Source: an optimization exercise on an open RTL-to-GDS flow (aim: small area, a short achievable clock period and few clock cycles). Production flows keep margins and buffers that such runs may drop. Function was checked by simulation only, so behaviour that the tests miss may differ from the original. Power figures rest on the tool's default switching activity, not on a simulated workload.

== yarrow ==
Design sssp_accel, start of the top module:
module sssp_accel (
    input  logic        clk,
    input  logic        reset,
    input  logic        csr_cyc,
    input  logic        csr_stb,
    input  logic        csr_we,
    input  logic [31:0] csr_adr,
    input  logic [31:0] csr_dat_w,
    output logic        csr_ack,
    output logic [31:0] csr_dat_r,
    output logic        mem_cyc,
    output logic        mem_stb,
    output logic        mem_we,
    output logic [31:0] mem_adr,
    output logic [31:0] mem_dat_w,
    input  logic        mem_ack,
    input  logic [31:0] mem_dat_r
);
Size: ~2100 cells after synthesis, roughly 200 I/O pins, about 17000 µm² of cells after synthesis.
Settings: LEC_CHECK=0, CAP_MARGIN=20, CELL_PAD_IN_SITES_DETAIL_PLACEMENT=1, CELL_PAD_IN_SITES_GLOBAL_PLACEMENT=2, CORE_MARGIN=2, CORE_UTILIZATION=35, SLEW_MARGIN=20; clock period 8.0 ns.
run.sh (not shown) runs the stock make flow with config.mk's settings and CLKGATE_MAP_FILE= SYNTH_SCRIPT=/design/flow/synth_recipe.tcl, a recipe that flattens the netlist after the stock synthesis.
Testbench counts of yarrow, summed over its fixed seeds: cycles 95,636.
Relative to yarrow, the following input files were edited for juniper:
- ABC_CLOCK_PERIOD_IN_PS now 2500, previously not set
## What came out
- The final layout from juniper, which completed every stage, passed the timing, DRC and antenna checks at the end of the flow.
- Total non-filler cell area in the finished layout came out exactly the same in juniper and yarrow.
- From yarrow to juniper the numbers moved as follows: share of power burned in combinational logic closely matched the old numbers; setup fix buffers added after clock tree synthesis closely matched the old numbers; total power consumption of the routed design closely matched the old numbers; share of total power in the clock network closely matched the old numbers.
- Layout net count: juniper vs yarrow identical
- Violation count after the first detailed-routing iteration came out exactly the same in juniper and yarrow.
- Reported for juniper and yarrow, full die area turned out identical to the last digit.
- From yarrow to juniper, utilization did not move at all.
- juniper and yarrow ended up with nearly the same buffering overhead.
- As far as post-route minimum period goes, juniper and yarrow are indistinguishable; the numbers are identical.


zinc:
sssp_accel, a different RTL version from the one above (not shown whole).
For scale: roughly 1800 cells after synthesis, ~15000 um2 of cells after synthesis.
Settings: LEC_CHECK=0, CAP_MARGIN=20, CELL_PAD_IN_SITES_DETAIL_PLACEMENT=1, CELL_PAD_IN_SITES_GLOBAL_PLACEMENT=2, CORE_MARGIN=2, CORE_UTILIZATION=35, SETUP_SLACK_MARGIN=5.0, SLEW_MARGIN=20; clock period 8.0 ns.
zinc reached the final stage; the timing, DRC and antenna checks on its layout passed.
Testbench counts of zinc, summed over its fixed seeds: cycles 95,590.
diff inputs: zinc => onyx
- CELL_PAD_IN_SITES_GLOBAL_PLACEMENT changed from 2 to 1
- CELL_PAD_IN_SITES_DETAIL_PLACEMENT changed from 1 to 0
- CORE_UTILIZATION changed from 35 to 45
==> flow/flow/run.sh (new file) <==
#!/bin/bash
# The standard layout (standard.sh, which also runs the standard synthesis),
# made with two changes to how the layout is built:
#  - the port buffers that global placement inserts are sky130_fd_sc_hd__buf_1
#    (the default pick is a delay buffer, larger and slower);
#  - clock tree synthesis inserts no dummy loads.
# make's full output goes to standard.log here; ORFS keeps each step's log
# under orfs/logs/.
set -euo pipefail
export BUFFER_PORTS_ARGS="-buffer_cell sky130_fd_sc_hd__buf_1"
export CTS_ARGS="-sink_clustering_enable -repair_clock_nets -dont_use_dummy_load -sink_clustering_size 30 -sink_clustering_max_diameter 100"
bash standard.sh > standard.log 2>&1
==> flow/standard.sh (new file) <==
#!/bin/bash
# synth_recipe.tcl (not shown) runs the flow's synth.tcl, then flattens the netlist and writes it again
# the make line also repeats each setting of config.mk as NAME=value (left out here)
make -C /OpenROAD-flow-scripts/flow DESIGN_CONFIG=/design/flow/config.mk WORK_HOME=/design/flow/orfs CLKGATE_MAP_FILE= SYNTH_SCRIPT=/design/flow/synth_recipe.tcl "${@:-finish}"
removed: flow/run.sh
## What came out
The flow did not stop early for onyx: all stages ran, and the layout cleared the timing, DRC and antenna checks. onyx ends up with lower routed metal-1 wirelength than zinc does. Of zinc and onyx, the higher clock skew belongs to onyx. zinc → onyx: number of H-tree levels has decreased, met1 track demand over resource in global routing has increased, post-route minimum period has decreased, largest fanout on the critical path has decreased.
## Diff of input files: willow against onyx
- CELL_PAD_IN_SITES_DETAIL_PLACEMENT changed from 0 to 1
- CORE_UTILIZATION changed from 45 to 55
- CELL_PAD_IN_SITES_GLOBAL_PLACEMENT changed from 1 to 2
==> run summary <==
- The remaining runs in onyx and willow completed every stage, whereas willow halted early.
- As the logs show, willow stopped at global placement without I/O after a tool error, so it never reached the end of the flow.
- onyx → willow: area after synthesis stayed essentially flat; standard-cell row count fell by 10%; effective utilization at floorplan rose by 11 points; die span in x fell by 9.3%.
- Vertical die dimension in willow is 9.3% below onyx.
#### Input delta (fjord over willow)
- a deleted SETUP_SLACK_MARGIN that had been 5.0
- a change of CORE_UTILIZATION from 55 to 35
-- flow/flow/run.sh --
<<< willow, line 10
>>> fjord, line 10
export SETUP_SLACK_MARGIN=5.4
<<< willow, line 11
export CTS_ARGS="-sink_clustering_enable -repair_clock_nets -dont_use_dummy_load -sink_clustering_size 30 -sink_clustering_max_diameter 100"
>>> fjord, line 12
export CTS_ARGS="-sink_clustering_enable -repair_clock_nets -dont_use_dummy_load"
Findings:
Of willow and fjord, the lower row count belongs to willow.
Diff willow..fjord | area after synthesis | unchanged
Compare willow and fjord | effective utilization at floorplan lower: fjord
The final layout from fjord, which completed every stage, passed the timing, DRC and antenna checks at the end of the flow.
Any difference in post-synthesis instance total between fjord and willow is small enough to ignore.
What raven does differently from fjord at the input level:
- an added SETUP_SLACK_MARGIN of 5.0
-- flow/flow/run.sh --
<<< fjord, line 10
export SETUP_SLACK_MARGIN=5.4
>>> raven, line 10
Notes after the runs:
- Comparing fraction of area in multi-input gates for fjord and raven, the bigger number came from raven.
- [compare] base=fjord new=raven: vias per cell up 0.039; register-to-register slack down 0.07 ns; count of cells resized by post-cts repair down about 90%; clock share of power up 0.6 points.
- Cmp raven vs fjord: wire length lower in raven
- From fjord to raven the numbers moved as follows: post-synthesis to final-layout area growth now sits lower; post-route total power decreased about 0.7%.
- Of fjord and raven, the higher final cell count belongs to fjord.
- Max share of the final layout cell area in sequential cells across fjord and raven: raven

afterwards: timing with drivers on the ports:
How much do the figures lean on ideal ports? The routed layouts below were timed once more, with nothing changed but the port constraints. Step 1 sets driving cells, clkbuf_16 on the clock port and buf_2 on the other inputs (assumed; they add their load-dependent delay and slew). Step 2 times the ports against the registers' clock, not the clock port: input delays grow and output delays shrink by t, the midpoint of the rising clock arrivals with the driver on. a / b / c = ideal / step 1 / step 2; a / b = the first two.
run	t (ns)	slack for setup (ns)	worst setup path after step 2	latest minus earliest clock arrival (ns)
yarrow	0.604	2.776 / 2.776 / 2.776	register to register	0.023 / 0.022
juniper	0.604	2.776 / 2.776 / 2.776	register to register	0.023 / 0.022
zinc	0.601	4.934 / 4.875 / 4.520	input to register	0.015 / 0.016
onyx	0.561	5.041 / 4.982 / 4.656	input to register	0.047 / 0.046
fjord	0.587	5.051 / 4.994 / 4.899	input to register	0.031 / 0.030
raven	0.598	5.053 / 4.993 / 4.581	input to register	0.025 / 0.024
After both steps every run listed still meets setup and hold. For raven, which loses most, drivers alone change the setup slack by -0.060 ns; drivers and shift together by -0.472 ns.
